Context: an optimization exercise on an open-source flow, tuned for small area, a short achievable clock period and few clock cycles per item. The choices shown serve that exercise and are no tape-out recipe.
The RTL was checked by simulation tests, not by an equivalence proof against the original design.

==> flow/design.v <==
`timescale 1ns / 1ps
module rgb_to_hsv_converter_top (
  input  logic        clk,
  input  logic        rst,
  input  logic        push,
  input  logic [31:0] pixel,
  output logic        full,
  output logic        empty,
  input  logic        pop,
  output logic [39:0] hsv
);
  logic en;
  logic s1_vld;
  logic [7:0] s1_alpha;
  logic [7:0] s1_mx;
  logic [7:0] s1_d;
  logic s1_hq;
  logic [7:0] s1_hr;
  logic [1:0] s1_m3;
  logic s2_vld;
  logic [7:0] s2_alpha;
  logic [7:0] s2_mx;
  logic [7:0] s2_d;
  logic [2:0] s2_hq;
  logic [7:0] s2_hr;
  logic [1:0] s2_m3;
  logic s3_vld;
  logic [7:0] s3_alpha;
  logic [7:0] s3_mx;
  logic [7:0] s3_d;
  logic [4:0] s3_hq;
  logic [7:0] s3_hr;
  logic [1:0] s3_m3;
  logic s4_vld;
  logic [7:0] s4_alpha;
  logic [7:0] s4_mx;
  logic [7:0] s4_d;
  logic [6:0] s4_hq;
  logic [7:0] s4_hr;
  logic [1:0] s4_m3;
  logic [0:0] s4_lb;
  logic s5_vld;
  logic [7:0] s5_alpha;
  logic [7:0] s5_mx;
  logic [7:0] s5_d;
  logic [8:0] s5_hq;
  logic [7:0] s5_hr;
  logic [1:0] s5_m3;
  logic [7:0] s5_sr;
  logic s5_sq;
  logic [1:0] s5_lb;
  logic s6_vld;
  logic [7:0] s6_alpha;
  logic [7:0] s6_mx;
  logic [7:0] s6_d;
  logic [10:0] s6_hq;
  logic [7:0] s6_hr;
  logic [1:0] s6_m3;
  logic [7:0] s6_sr;
  logic [2:0] s6_sq;
  logic [1:0] s6_lb;
  logic s7_vld;
  logic [7:0] s7_alpha;
  logic [7:0] s7_mx;
  logic [7:0] s7_d;
  logic [12:0] s7_hq;
  logic [7:0] s7_hr;
  logic [1:0] s7_m3;
  logic [7:0] s7_sr;
  logic [4:0] s7_sq;
  logic [1:0] s7_lb;
  logic s8_vld;
  logic [7:0] s8_alpha;
  logic [7:0] s8_mx;
  logic [7:0] s8_d;
  logic [14:0] s8_hq;
  logic [7:0] s8_hr;
  logic [1:0] s8_m3;
  logic [7:0] s8_sr;
  logic [6:0] s8_sq;
  logic [0:0] s8_lb;
  logic s9_vld;
  logic [7:0] s9_alpha;
  logic [7:0] s9_mx;
  logic [15:0] s9_hue;
  logic [7:0] s9_sat;
  assign en    = !s9_vld || pop;
  assign full  = !en;
  assign empty = !s9_vld;
  assign hsv   = {s9_hue, s9_sat, s9_mx, s9_alpha};
  always_ff @(posedge clk) begin
    if (rst) begin
      s1_vld <= 1'b0;
      s2_vld <= 1'b0;
      s3_vld <= 1'b0;
      s4_vld <= 1'b0;
      s5_vld <= 1'b0;
      s6_vld <= 1'b0;
      s7_vld <= 1'b0;
      s8_vld <= 1'b0;
      s9_vld <= 1'b0;
    end else if (en) begin
      s1_vld <= push;
      s2_vld <= s1_vld;
      s3_vld <= s2_vld;
      s4_vld <= s3_vld;
      s5_vld <= s4_vld;
      s6_vld <= s5_vld;
      s7_vld <= s6_vld;
      s8_vld <= s7_vld;
      s9_vld <= s8_vld;
    end
  end
  always_ff @(posedge clk) begin
    if (en) begin
      s1_alpha <= pixel[7:0];
      s1_mx <= c1_mx;
      s1_d <= c1_d0;
      s1_hq <= c1_hq0;
      s1_hr <= c1_hr0;
      s1_m3 <= c1_m30;
      s2_alpha <= s1_alpha;
      s2_mx <= s1_mx;
      s2_d <= s1_d;
      s2_hq <= c2_h1_hq;
      s2_hr <= c2_h1_hr;
      s2_m3 <= c2_h1_m3;
      s3_alpha <= s2_alpha;
      s3_mx <= s2_mx;
      s3_d <= s2_d;
      s3_hq <= c3_h3_hq;
      s3_hr <= c3_h3_hr;
      s3_m3 <= c3_h3_m3;
      s4_alpha <= s3_alpha;
      s4_mx <= s3_mx;
      s4_d <= s3_d;
      s4_hq <= c4_h5_hq;
      s4_hr <= c4_h5_hr;
      s4_m3 <= c4_h5_m3;
      s4_lb <= {(s3_d[7] ^ (|s3_d[6:0]))};
      s5_alpha <= s4_alpha;
      s5_mx <= s4_mx;
      s5_d <= s4_d;
      s5_hq <= c5_h7_hq;
      s5_hr <= c5_h7_hr;
      s5_m3 <= c5_h7_m3;
      s5_sr <= c5_s0_sr;
      s5_sq <= c5_s0_sq;
      s5_lb <= {(s4_d[6] ^ (|s4_d[5:0])), (s4_d[5] ^ (|s4_d[4:0]))};
      s6_alpha <= s5_alpha;
      s6_mx <= s5_mx;
      s6_d <= s5_d;
      s6_hq <= c6_h9_hq;
      s6_hr <= c6_h9_hr;
      s6_m3 <= c6_h9_m3;
      s6_sr <= c6_s2_sr;
      s6_sq <= c6_s2_sq;
      s6_lb <= {(s5_d[4] ^ (|s5_d[3:0])), (s5_d[3] ^ (|s5_d[2:0]))};
      s7_alpha <= s6_alpha;
      s7_mx <= s6_mx;
      s7_d <= s6_d;
      s7_hq <= c7_h11_hq;
      s7_hr <= c7_h11_hr;
      s7_m3 <= c7_h11_m3;
      s7_sr <= c7_s4_sr;
      s7_sq <= c7_s4_sq;
      s7_lb <= {(s6_d[2] ^ (|s6_d[1:0])), (s6_d[1] ^ (|s6_d[0:0]))};
      s8_alpha <= s7_alpha;
      s8_mx <= s7_mx;
      s8_d <= s7_d;
      s8_hq <= c8_h13_hq;
      s8_hr <= c8_h13_hr;
      s8_m3 <= c8_h13_m3;
      s8_sr <= c8_s6_sr;
      s8_sq <= c8_s6_sq;
      s8_lb <= {s7_d[0]};
      s9_alpha <= s8_alpha;
      s9_mx <= s8_mx;
      s9_hue <= c9_hue;
      s9_sat <= c9_sat;
    end
  end
  logic [7:0] f_r, f_g, f_b;
  logic [8:0] f_rg, f_gr, f_gb, f_bg, f_br, f_rb;
  logic ge_rg, ge_gr, ge_gb, ge_bg, ge_br, ge_rb;
  logic c_0, c_1, c_2, c_3, c_4, c_5;
  assign f_r = pixel[31:24];
  assign f_g = pixel[23:16];
  assign f_b = pixel[15:8];
  assign f_rg = {1'b0, f_r} - {1'b0, f_g};
  assign f_gr = {1'b0, f_g} - {1'b0, f_r};
  assign f_gb = {1'b0, f_g} - {1'b0, f_b};
  assign f_bg = {1'b0, f_b} - {1'b0, f_g};
  assign f_br = {1'b0, f_b} - {1'b0, f_r};
  assign f_rb = {1'b0, f_r} - {1'b0, f_b};
  assign ge_rg = !f_rg[8];
  assign ge_gr = !f_gr[8];
  assign ge_gb = !f_gb[8];
  assign ge_bg = !f_bg[8];
  assign ge_br = !f_br[8];
  assign ge_rb = !f_rb[8];
  assign c_0 = !ge_gr &  ge_gb;    
  assign c_1 =  ge_gr & !ge_br;    
  assign c_2 = !ge_bg &  ge_br;    
  assign c_3 =  ge_bg & !ge_rg;    
  assign c_4 = !ge_rb &  ge_rg;    
  assign c_5 =  ge_rb & !ge_gb;    
  logic [7:0] c1_d0, c1_hr0, c1_mx;
  logic [1:0] c1_m30;
  logic [0:0] c1_hq0;
  assign c1_d0 = ({8{c_0}} & f_rb[7:0]) | ({8{c_1}} & f_gb[7:0]) | ({8{c_2}} & f_gr[7:0])
           | ({8{c_3}} & f_br[7:0]) | ({8{c_4}} & f_bg[7:0]) | ({8{c_5}} & f_rg[7:0]);
  assign c1_hr0 = ({8{c_0}} & f_gb[7:0]) | ({8{c_1}} & f_gr[7:0]) | ({8{c_2}} & f_br[7:0])
            | ({8{c_3}} & f_bg[7:0]) | ({8{c_4}} & f_rg[7:0]) | ({8{c_5}} & f_rb[7:0]);
  assign c1_mx = (c_1 | c_2) ? f_g : (c_3 | c_4) ? f_b : f_r;
  assign c1_m30 = {c_2 | c_5, c_1 | c_4};
  assign c1_hq0 = c_3 | c_4 | c_5;
  logic [9:0] c2_h0_sub; logic c2_h0_q; logic [7:0] c2_h0_hr; logic [1:0] c2_h0_m3; logic c2_h0_hb;
  assign c2_h0_sub = {1'b0, s1_hr, 1'b0} - {2'b00, s1_d};
  assign c2_h0_q = !c2_h0_sub[9];
  assign c2_h0_hr = c2_h0_q ? c2_h0_sub[7:0] : {s1_hr[6:0], 1'b0};
  assign c2_h0_hb = s1_m3[1] | (s1_m3[0] & c2_h0_q);
  assign c2_h0_m3 = {(s1_m3 == 2'd1 && !c2_h0_q) || (s1_m3 == 2'd2 && c2_h0_q), (s1_m3 == 2'd0 && c2_h0_q) || (s1_m3 == 2'd2 && !c2_h0_q)};
  logic [1:0] c2_h0_hq;
  assign c2_h0_hq = {s1_hq, c2_h0_hb};
  logic [9:0] c2_h1_sub; logic c2_h1_q; logic [7:0] c2_h1_hr; logic [1:0] c2_h1_m3; logic c2_h1_hb;
  assign c2_h1_sub = {1'b0, c2_h0_hr, 1'b0} - {2'b00, s1_d};
  assign c2_h1_q = !c2_h1_sub[9];
  assign c2_h1_hr = c2_h1_q ? c2_h1_sub[7:0] : {c2_h0_hr[6:0], 1'b0};
  assign c2_h1_hb = c2_h0_m3[1] | (c2_h0_m3[0] & c2_h1_q);
  assign c2_h1_m3 = {(c2_h0_m3 == 2'd1 && !c2_h1_q) || (c2_h0_m3 == 2'd2 && c2_h1_q), (c2_h0_m3 == 2'd0 && c2_h1_q) || (c2_h0_m3 == 2'd2 && !c2_h1_q)};
  logic [2:0] c2_h1_hq;
  assign c2_h1_hq = {c2_h0_hq, c2_h1_hb};
  logic [9:0] c3_h2_sub; logic c3_h2_q; logic [7:0] c3_h2_hr; logic [1:0] c3_h2_m3; logic c3_h2_hb;
  assign c3_h2_sub = {1'b0, s2_hr, 1'b0} - {2'b00, s2_d};
  assign c3_h2_q = !c3_h2_sub[9];
  assign c3_h2_hr = c3_h2_q ? c3_h2_sub[7:0] : {s2_hr[6:0], 1'b0};
  assign c3_h2_hb = s2_m3[1] | (s2_m3[0] & c3_h2_q);
  assign c3_h2_m3 = {(s2_m3 == 2'd1 && !c3_h2_q) || (s2_m3 == 2'd2 && c3_h2_q), (s2_m3 == 2'd0 && c3_h2_q) || (s2_m3 == 2'd2 && !c3_h2_q)};
  logic [3:0] c3_h2_hq;
  assign c3_h2_hq = {s2_hq, c3_h2_hb};
  logic [9:0] c3_h3_sub; logic c3_h3_q; logic [7:0] c3_h3_hr; logic [1:0] c3_h3_m3; logic c3_h3_hb;
  assign c3_h3_sub = {1'b0, c3_h2_hr, 1'b0} - {2'b00, s2_d};
  assign c3_h3_q = !c3_h3_sub[9];
  assign c3_h3_hr = c3_h3_q ? c3_h3_sub[7:0] : {c3_h2_hr[6:0], 1'b0};
  assign c3_h3_hb = c3_h2_m3[1] | (c3_h2_m3[0] & c3_h3_q);
  assign c3_h3_m3 = {(c3_h2_m3 == 2'd1 && !c3_h3_q) || (c3_h2_m3 == 2'd2 && c3_h3_q), (c3_h2_m3 == 2'd0 && c3_h3_q) || (c3_h2_m3 == 2'd2 && !c3_h3_q)};
  logic [4:0] c3_h3_hq;
  assign c3_h3_hq = {c3_h2_hq, c3_h3_hb};
  logic [9:0] c4_h4_sub; logic c4_h4_q; logic [7:0] c4_h4_hr; logic [1:0] c4_h4_m3; logic c4_h4_hb;
  assign c4_h4_sub = {1'b0, s3_hr, 1'b0} - {2'b00, s3_d};
  assign c4_h4_q = !c4_h4_sub[9];
  assign c4_h4_hr = c4_h4_q ? c4_h4_sub[7:0] : {s3_hr[6:0], 1'b0};
  assign c4_h4_hb = s3_m3[1] | (s3_m3[0] & c4_h4_q);
  assign c4_h4_m3 = {(s3_m3 == 2'd1 && !c4_h4_q) || (s3_m3 == 2'd2 && c4_h4_q), (s3_m3 == 2'd0 && c4_h4_q) || (s3_m3 == 2'd2 && !c4_h4_q)};
  logic [5:0] c4_h4_hq;
  assign c4_h4_hq = {s3_hq, c4_h4_hb};
  logic [9:0] c4_h5_sub; logic c4_h5_q; logic [7:0] c4_h5_hr; logic [1:0] c4_h5_m3; logic c4_h5_hb;
  assign c4_h5_sub = {1'b0, c4_h4_hr, 1'b0} - {2'b00, s3_d};
  assign c4_h5_q = !c4_h5_sub[9];
  assign c4_h5_hr = c4_h5_q ? c4_h5_sub[7:0] : {c4_h4_hr[6:0], 1'b0};
  assign c4_h5_hb = c4_h4_m3[1] | (c4_h4_m3[0] & c4_h5_q);
  assign c4_h5_m3 = {(c4_h4_m3 == 2'd1 && !c4_h5_q) || (c4_h4_m3 == 2'd2 && c4_h5_q), (c4_h4_m3 == 2'd0 && c4_h5_q) || (c4_h4_m3 == 2'd2 && !c4_h5_q)};
  logic [6:0] c4_h5_hq;
  assign c4_h5_hq = {c4_h4_hq, c4_h5_hb};
  logic [9:0] c5_h6_sub; logic c5_h6_q; logic [7:0] c5_h6_hr; logic [1:0] c5_h6_m3; logic c5_h6_hb;
  assign c5_h6_sub = {1'b0, s4_hr, 1'b0} - {2'b00, s4_d};
  assign c5_h6_q = !c5_h6_sub[9];
  assign c5_h6_hr = c5_h6_q ? c5_h6_sub[7:0] : {s4_hr[6:0], 1'b0};
  assign c5_h6_hb = s4_m3[1] | (s4_m3[0] & c5_h6_q);
  assign c5_h6_m3 = {(s4_m3 == 2'd1 && !c5_h6_q) || (s4_m3 == 2'd2 && c5_h6_q), (s4_m3 == 2'd0 && c5_h6_q) || (s4_m3 == 2'd2 && !c5_h6_q)};
  logic [7:0] c5_h6_hq;
  assign c5_h6_hq = {s4_hq, c5_h6_hb};
  logic [9:0] c5_h7_sub; logic c5_h7_q; logic [7:0] c5_h7_hr; logic [1:0] c5_h7_m3; logic c5_h7_hb;
  assign c5_h7_sub = {1'b0, c5_h6_hr, 1'b0} - {2'b00, s4_d};
  assign c5_h7_q = !c5_h7_sub[9];
  assign c5_h7_hr = c5_h7_q ? c5_h7_sub[7:0] : {c5_h6_hr[6:0], 1'b0};
  assign c5_h7_hb = c5_h6_m3[1] | (c5_h6_m3[0] & c5_h7_q);
  assign c5_h7_m3 = {(c5_h6_m3 == 2'd1 && !c5_h7_q) || (c5_h6_m3 == 2'd2 && c5_h7_q), (c5_h6_m3 == 2'd0 && c5_h7_q) || (c5_h6_m3 == 2'd2 && !c5_h7_q)};
  logic [8:0] c5_h7_hq;
  assign c5_h7_hq = {c5_h6_hq, c5_h7_hb};
  logic [7:0] c5_sr0;
  assign c5_sr0 = s4_d - 8'd1;
  logic [9:0] c5_s0_sub; logic c5_s0_q; logic [7:0] c5_s0_sr;
  assign c5_s0_sub = {1'b0, c5_sr0, s4_lb[0]} - {2'b00, s4_mx};
  assign c5_s0_q = !c5_s0_sub[9];
  assign c5_s0_sr = c5_s0_q ? c5_s0_sub[7:0] : {c5_sr0[6:0], s4_lb[0]};
  logic [0:0] c5_s0_sq;
  assign c5_s0_sq = c5_s0_q;
  logic [9:0] c6_h8_sub; logic c6_h8_q; logic [7:0] c6_h8_hr; logic [1:0] c6_h8_m3; logic c6_h8_hb;
  assign c6_h8_sub = {1'b0, s5_hr, 1'b0} - {2'b00, s5_d};
  assign c6_h8_q = !c6_h8_sub[9];
  assign c6_h8_hr = c6_h8_q ? c6_h8_sub[7:0] : {s5_hr[6:0], 1'b0};
  assign c6_h8_hb = s5_m3[1] | (s5_m3[0] & c6_h8_q);
  assign c6_h8_m3 = {(s5_m3 == 2'd1 && !c6_h8_q) || (s5_m3 == 2'd2 && c6_h8_q), (s5_m3 == 2'd0 && c6_h8_q) || (s5_m3 == 2'd2 && !c6_h8_q)};
  logic [9:0] c6_h8_hq;
  assign c6_h8_hq = {s5_hq, c6_h8_hb};
  logic [9:0] c6_h9_sub; logic c6_h9_q; logic [7:0] c6_h9_hr; logic [1:0] c6_h9_m3; logic c6_h9_hb;
  assign c6_h9_sub = {1'b0, c6_h8_hr, 1'b0} - {2'b00, s5_d};
  assign c6_h9_q = !c6_h9_sub[9];
  assign c6_h9_hr = c6_h9_q ? c6_h9_sub[7:0] : {c6_h8_hr[6:0], 1'b0};
  assign c6_h9_hb = c6_h8_m3[1] | (c6_h8_m3[0] & c6_h9_q);
  assign c6_h9_m3 = {(c6_h8_m3 == 2'd1 && !c6_h9_q) || (c6_h8_m3 == 2'd2 && c6_h9_q), (c6_h8_m3 == 2'd0 && c6_h9_q) || (c6_h8_m3 == 2'd2 && !c6_h9_q)};
  logic [10:0] c6_h9_hq;
  assign c6_h9_hq = {c6_h8_hq, c6_h9_hb};
  logic [9:0] c6_s1_sub; logic c6_s1_q; logic [7:0] c6_s1_sr;
  assign c6_s1_sub = {1'b0, s5_sr, s5_lb[1]} - {2'b00, s5_mx};
  assign c6_s1_q = !c6_s1_sub[9];
  assign c6_s1_sr = c6_s1_q ? c6_s1_sub[7:0] : {s5_sr[6:0], s5_lb[1]};
  logic [1:0] c6_s1_sq;
  assign c6_s1_sq = {s5_sq, c6_s1_q};
  logic [9:0] c6_s2_sub; logic c6_s2_q; logic [7:0] c6_s2_sr;
  assign c6_s2_sub = {1'b0, c6_s1_sr, s5_lb[0]} - {2'b00, s5_mx};
  assign c6_s2_q = !c6_s2_sub[9];
  assign c6_s2_sr = c6_s2_q ? c6_s2_sub[7:0] : {c6_s1_sr[6:0], s5_lb[0]};
  logic [2:0] c6_s2_sq;
  assign c6_s2_sq = {c6_s1_sq, c6_s2_q};
  logic [9:0] c7_h10_sub; logic c7_h10_q; logic [7:0] c7_h10_hr; logic [1:0] c7_h10_m3; logic c7_h10_hb;
  assign c7_h10_sub = {1'b0, s6_hr, 1'b0} - {2'b00, s6_d};
  assign c7_h10_q = !c7_h10_sub[9];
  assign c7_h10_hr = c7_h10_q ? c7_h10_sub[7:0] : {s6_hr[6:0], 1'b0};
  assign c7_h10_hb = s6_m3[1] | (s6_m3[0] & c7_h10_q);
  assign c7_h10_m3 = {(s6_m3 == 2'd1 && !c7_h10_q) || (s6_m3 == 2'd2 && c7_h10_q), (s6_m3 == 2'd0 && c7_h10_q) || (s6_m3 == 2'd2 && !c7_h10_q)};
  logic [11:0] c7_h10_hq;
  assign c7_h10_hq = {s6_hq, c7_h10_hb};
  logic [9:0] c7_h11_sub; logic c7_h11_q; logic [7:0] c7_h11_hr; logic [1:0] c7_h11_m3; logic c7_h11_hb;
  assign c7_h11_sub = {1'b0, c7_h10_hr, 1'b0} - {2'b00, s6_d};
  assign c7_h11_q = !c7_h11_sub[9];
  assign c7_h11_hr = c7_h11_q ? c7_h11_sub[7:0] : {c7_h10_hr[6:0], 1'b0};
  assign c7_h11_hb = c7_h10_m3[1] | (c7_h10_m3[0] & c7_h11_q);
  assign c7_h11_m3 = {(c7_h10_m3 == 2'd1 && !c7_h11_q) || (c7_h10_m3 == 2'd2 && c7_h11_q), (c7_h10_m3 == 2'd0 && c7_h11_q) || (c7_h10_m3 == 2'd2 && !c7_h11_q)};
  logic [12:0] c7_h11_hq;
  assign c7_h11_hq = {c7_h10_hq, c7_h11_hb};
  logic [9:0] c7_s3_sub; logic c7_s3_q; logic [7:0] c7_s3_sr;
  assign c7_s3_sub = {1'b0, s6_sr, s6_lb[1]} - {2'b00, s6_mx};
  assign c7_s3_q = !c7_s3_sub[9];
  assign c7_s3_sr = c7_s3_q ? c7_s3_sub[7:0] : {s6_sr[6:0], s6_lb[1]};
  logic [3:0] c7_s3_sq;
  assign c7_s3_sq = {s6_sq, c7_s3_q};
  logic [9:0] c7_s4_sub; logic c7_s4_q; logic [7:0] c7_s4_sr;
  assign c7_s4_sub = {1'b0, c7_s3_sr, s6_lb[0]} - {2'b00, s6_mx};
  assign c7_s4_q = !c7_s4_sub[9];
  assign c7_s4_sr = c7_s4_q ? c7_s4_sub[7:0] : {c7_s3_sr[6:0], s6_lb[0]};
  logic [4:0] c7_s4_sq;
  assign c7_s4_sq = {c7_s3_sq, c7_s4_q};
  logic [9:0] c8_h12_sub; logic c8_h12_q; logic [7:0] c8_h12_hr; logic [1:0] c8_h12_m3; logic c8_h12_hb;
  assign c8_h12_sub = {1'b0, s7_hr, 1'b0} - {2'b00, s7_d};
  assign c8_h12_q = !c8_h12_sub[9];
  assign c8_h12_hr = c8_h12_q ? c8_h12_sub[7:0] : {s7_hr[6:0], 1'b0};
  assign c8_h12_hb = s7_m3[1] | (s7_m3[0] & c8_h12_q);
  assign c8_h12_m3 = {(s7_m3 == 2'd1 && !c8_h12_q) || (s7_m3 == 2'd2 && c8_h12_q), (s7_m3 == 2'd0 && c8_h12_q) || (s7_m3 == 2'd2 && !c8_h12_q)};
  logic [13:0] c8_h12_hq;
  assign c8_h12_hq = {s7_hq, c8_h12_hb};
  logic [9:0] c8_h13_sub; logic c8_h13_q; logic [7:0] c8_h13_hr; logic [1:0] c8_h13_m3; logic c8_h13_hb;
  assign c8_h13_sub = {1'b0, c8_h12_hr, 1'b0} - {2'b00, s7_d};
  assign c8_h13_q = !c8_h13_sub[9];
  assign c8_h13_hr = c8_h13_q ? c8_h13_sub[7:0] : {c8_h12_hr[6:0], 1'b0};
  assign c8_h13_hb = c8_h12_m3[1] | (c8_h12_m3[0] & c8_h13_q);
  assign c8_h13_m3 = {(c8_h12_m3 == 2'd1 && !c8_h13_q) || (c8_h12_m3 == 2'd2 && c8_h13_q), (c8_h12_m3 == 2'd0 && c8_h13_q) || (c8_h12_m3 == 2'd2 && !c8_h13_q)};
  logic [14:0] c8_h13_hq;
  assign c8_h13_hq = {c8_h12_hq, c8_h13_hb};
  logic [9:0] c8_s5_sub; logic c8_s5_q; logic [7:0] c8_s5_sr;
  assign c8_s5_sub = {1'b0, s7_sr, s7_lb[1]} - {2'b00, s7_mx};
  assign c8_s5_q = !c8_s5_sub[9];
  assign c8_s5_sr = c8_s5_q ? c8_s5_sub[7:0] : {s7_sr[6:0], s7_lb[1]};
  logic [5:0] c8_s5_sq;
  assign c8_s5_sq = {s7_sq, c8_s5_q};
  logic [9:0] c8_s6_sub; logic c8_s6_q; logic [7:0] c8_s6_sr;
  assign c8_s6_sub = {1'b0, c8_s5_sr, s7_lb[0]} - {2'b00, s7_mx};
  assign c8_s6_q = !c8_s6_sub[9];
  assign c8_s6_sr = c8_s6_q ? c8_s6_sub[7:0] : {c8_s5_sr[6:0], s7_lb[0]};
  logic [6:0] c8_s6_sq;
  assign c8_s6_sq = {c8_s5_sq, c8_s6_q};
  logic [9:0] c9_h14_sub; logic c9_h14_q; logic [7:0] c9_h14_hr; logic [1:0] c9_h14_m3; logic c9_h14_hb;
  assign c9_h14_sub = {1'b0, s8_hr, 1'b0} - {2'b00, s8_d};
  assign c9_h14_q = !c9_h14_sub[9];
  assign c9_h14_hr = c9_h14_q ? c9_h14_sub[7:0] : {s8_hr[6:0], 1'b0};
  assign c9_h14_hb = s8_m3[1] | (s8_m3[0] & c9_h14_q);
  assign c9_h14_m3 = {(s8_m3 == 2'd1 && !c9_h14_q) || (s8_m3 == 2'd2 && c9_h14_q), (s8_m3 == 2'd0 && c9_h14_q) || (s8_m3 == 2'd2 && !c9_h14_q)};
  logic [15:0] c9_h14_hq;
  assign c9_h14_hq = {s8_hq, c9_h14_hb};
  logic [9:0] c9_s7_sub; logic c9_s7_q; logic [7:0] c9_s7_sr;
  assign c9_s7_sub = {1'b0, s8_sr, s8_lb[0]} - {2'b00, s8_mx};
  assign c9_s7_q = !c9_s7_sub[9];
  assign c9_s7_sr = c9_s7_q ? c9_s7_sub[7:0] : {s8_sr[6:0], s8_lb[0]};
  logic [7:0] c9_s7_sq;
  assign c9_s7_sq = {s8_sq, c9_s7_q};
  logic c9_grey;
  assign c9_grey = (s8_d == 8'd0);
  logic [15:0] c9_hue; logic [7:0] c9_sat;
  assign c9_hue = c9_grey ? 16'd0 : c9_h14_hq;
  assign c9_sat = c9_grey ? 8'd0 : c9_s7_sq;
endmodule
==> flow/run.sh <==
#!/bin/bash
# synth_recipe.tcl (not shown) runs the flow's synth.tcl, then flattens the netlist and writes it again
# the make line also repeats each setting of config.mk as NAME=value (left out here)
make -C /OpenROAD-flow-scripts/flow DESIGN_CONFIG=/design/flow/config.mk WORK_HOME=/design/flow/orfs CLKGATE_MAP_FILE= SYNTH_SCRIPT=/design/flow/synth_recipe.tcl finish
==> flow/config.mk <==
export PLATFORM = sky130hd
export DESIGN_NAME = rgb_to_hsv_converter_top
export DESIGN_NICKNAME = rgb_to_hsv_converter_top
export VERILOG_FILES = /design/flow/design.v
export SDC_FILE = /design/flow/constraint.sdc
export NUM_CORES = 4
export LEC_CHECK = 0
export CAP_MARGIN = 20
export CORE_MARGIN = 2
export CORE_UTILIZATION = 55
export CTS_BUF_LIST = sky130_fd_sc_hd__clkbuf_8
export PLACE_DENSITY = 0.8
export SETUP_SLACK_MARGIN = 4.0
export SLEW_MARGIN = 20
==> flow/constraint.sdc <==
create_clock -name core_clock -period 8.5 [get_ports {clk}]
set_input_delay 1.7000 -clock core_clock [delete_from_list [all_inputs] [get_ports {clk}]]
set_output_delay 1.7000 -clock core_clock [all_outputs]
set_load 0.01 [all_outputs]
==> metrics.yaml <==
cts_sinks: 440
io_pins: 78
hold_violations: 0
grt_pass1_wl_um: 88840
syn_nets: 2568
drc: 0
ant_nets: 0
rsz0062_at_grt: "no"
vias: 18030
ys_async_sr_fraction_pct: 0
core_sq_um: 46560
synthTopCellsByCount: "edfxtp_1, ha_1, inv_1"
routedWlPerCell_um: 17.59
drive_above_1_share_pct: 12.67
netlist.area_leader.share_pct: 49.85
drt-initial-drc-count: 1123
cp_max_fo: 13
overflow: 0
drv_cap: 0
grt_pass1_vias: 18430
required_ps: 8890
start_util_pct: 55.77
grt_max_degree: 184
dr.pass1.iters: 6
cts_made_buffers: 72
end_kind: "flop"
dieArea_sq_um: 48960
die_x_um: 221.3
vias_per_cell: 5.830
finalCritPeriodShare_pct: 51.02
ys_top_cells_by_area: "edfxtp_1, ha_1, mux2_2, inv_1, a21oi_1"
worstMarginPinSlew_ps: 1057
slew_headroom_pct: 29.56
globalRouteTotalUtil_pct: 22.08
period_needed_ps: 4337
synth-edff-count: 431
wl_um: 54410
worstRegToRegCells: 16
ys.flop_type: "edfxtp_1"
crit_path_start: "s1_d[1]$_DFFE_PN_"
hpwl_um: 39460
clock_tree.buffer_depth: 3
io_buffers: 77
crit_end: "s2_m3[0]$_DFFE_PN_"
antenna_found_initial: 0
area_growth_pct: 13.67
h-tree-depth: 3
finalSetupTns_ps: 0
synth_seq_cells: 440
gp_congestion: 0.9034
yosysUniqueCellTypes: 66
netlist_instances: 2294
postCtsHoldBufs: 0
tritoncts: "built"
fin_skew_ps: 29.43
clk_pin_slew_ps: 60
post-synth-top-count-cell: "edfxtp_1"
rrSetupSlack_ps: 4160
r2r-end: "s2_m3[0]$_DFFE_PN_"
row_count: 79
maxSlewViolCount: 0
synth_top_cell_by_area: "edfxtp_1"
layout.nets: 2712
hold_path_class: "reg -> reg"
arrival_ps: 4730
ys_seq_area_share_pct: 50.54
avgSynthCellArea_sq_um: 11.32
worstSetupStartpointType: "flop"
setup_viol_count_final: 0
ys_warn_count: 1
cts-root-buf: "clkbuf_8"
status: "no timing/DRC/antenna violations"
rr_startpoint: "s1_d[1]$_DFFE_PN_"
synth_area_sq_um: 25960
num_antenna_cells: 0
criticalPathCategory: "reg -> reg"
max_freq_mhz: 230.6
dieHeight_um: 221.3
clk_latency_ps: 640
==> layout make-up <==
type	instances	area, sq um
Clock buffer	73	1005
Clock inverter	49	344.1
Fill cell	3465	17040
Inverter	202	770.7
Multi-Input combinational cell	1603	12380
Sequential cell	440	13120
Tap cell	607	759.5
Timing Repair Buffer	119	1135
==> what timing repair did <==
| action | CTS | global route |
|---|---|---|
| pin swaps | 8 | 5 |
| buffers inserted | 21 | 14 |
| gates resized for setup | 46 | 58 |
| setup endpoints to repair | 102 | 98 |
| gates cloned | 2 | 0 |
==> layer usage <==
layer  GRT usage [%]  up-vias  part of all wire (%)
met2           41.29      399                    53
li1                -     8799                     -
met1           24.76     8702                    40
met3           3.359      131                   3.8
met4           9.656        0                   3.3
met5               0        -                     0
==> cells by family (layout without fill, tap and decap cells) <==
kind of cell	Yosys count	after routing	synth area share [%]
and+or+nand+nor	546	548	10.13
muxes	87	87	3.682
DFF	440	440	50.54
AOI/OAI and AO/OA	608	608	15.79
adders and majority gates	240	240	12.12
buffers and inverters	253	443	3.687
xor gates and xnor gates	120	120	4.048
==> cell usage in the layout, fill, tap and decap left out, types with 16 or more instances in the layout <==
master / n
edfxtp_1: 431
ha_1: 216
inv_1: 207
nor2_1: 178
a21oi_1: 138
nand2_1: 113
o21ai_0: 110
xnor2_1: 84
clkbuf_8: 73
clkdlybuf4s50_1: 71
a21o_1: 64
o21a_1: 61
mux2_2: 61
buf_4: 39
xor2_1: 36
nor3_1: 32
o31a_1: 31
nand3_1: 30
nor2b_1: 30
and2_1: 25
or3_1: 23
fa_1: 20
mux2i_1: 19
or2_2: 18
o21bai_1: 18
a22oi_1: 18
a31oi_1: 16
and3_1: 16
==> flip-flops by register name, indices dropped and copies added (netlist names), 9 cells and up <==
signal,flops
s6_hq,11
s9_hue,16
s8_hq,15
s7_hq,13
s5_hq,9
==> worst min-delay path by stage <==
stage                            end             startpoint  cells after the start  slack [ps]
4_1_cts          s7_hq[10]$_DFFE_PN_     s6_hq[8]$_DFFE_PN_                      0         410
2_1_floorplan  s2_alpha[0]$_DFFE_PN_  s1_alpha[0]$_DFFE_PN_                      0         400
5_1_grt           s7_sq[3]$_DFFE_PN_     s6_sq[1]$_DFFE_PN_                      0         420
3_3_place_gp   s6_alpha[6]$_DFFE_PN_  s5_alpha[6]$_DFFE_PN_                      0         400
3_5_place_dp   s2_alpha[1]$_DFFE_PN_  s1_alpha[1]$_DFFE_PN_                      0         400
6_report       s5_alpha[4]$_DFFE_PN_  s4_alpha[4]$_DFFE_PN_                      0         410
==> worst max-delay path, stage by stage, from the launching register on <==
cell	delay (ps)
edfxtp_1	440
inv_2	120
ha_1	220
nor2b_1	140
o31a_1	310
o31a_1	310
nand2b_4	210
mux2_2	310
ha_1	330
o21a_1	210
o31a_1	150
o31a_1	330
o31ai_4	240
nand3_2	90
buf_4	200
mux2i_1	140
a221o_1	350
==> stage by stage <==
step,hold WS [ps],setup slack (ps),std cells,utilization (%),area (sq um)
after floorplan,400.3,3700,2294,-,26080
after global placement,400.7,3152,2934,58.94,27440
after detailed placement,404.5,3003,2934,58.94,27440
after CTS,413.7,4007,3079,62.61,29150
after global routing,418.0,3974,3093,63.39,29510
final,413.1,4163,3093,63.39,29510
Testbench counts, summed over its fixed seeds: cycles 8,264, items 8,192.

-- port drivers added, routing unchanged --
How much do the figures lean on ideal ports? The routed layout below was timed once more, with nothing changed but the port constraints. Step 1 sets driving cells, clkbuf_16 on the clock port and buf_2 on the other inputs (assumed; they add their load-dependent delay and slew). Step 2 moves the port delays by t, midway between the first and last clock arrival at a register: inputs arrive t later, outputs are due t later. That takes back most of the time a late clock gives input paths. a / b / c = no drivers / after step 1 / after step 2; a / b = the first two.
t (ns): 0.677
slack for setup (ns): 4.163 / 4.163 / 3.531
worst setup path at the end: input to register
slew at the worst register clock pin (ns): 0.07 / 0.07
cell pins on the clock port's net: 1
After both steps setup and hold are still met in this run. For this run, drivers alone change the setup slack by 0.000 ns; drivers and shift together by -0.632 ns.
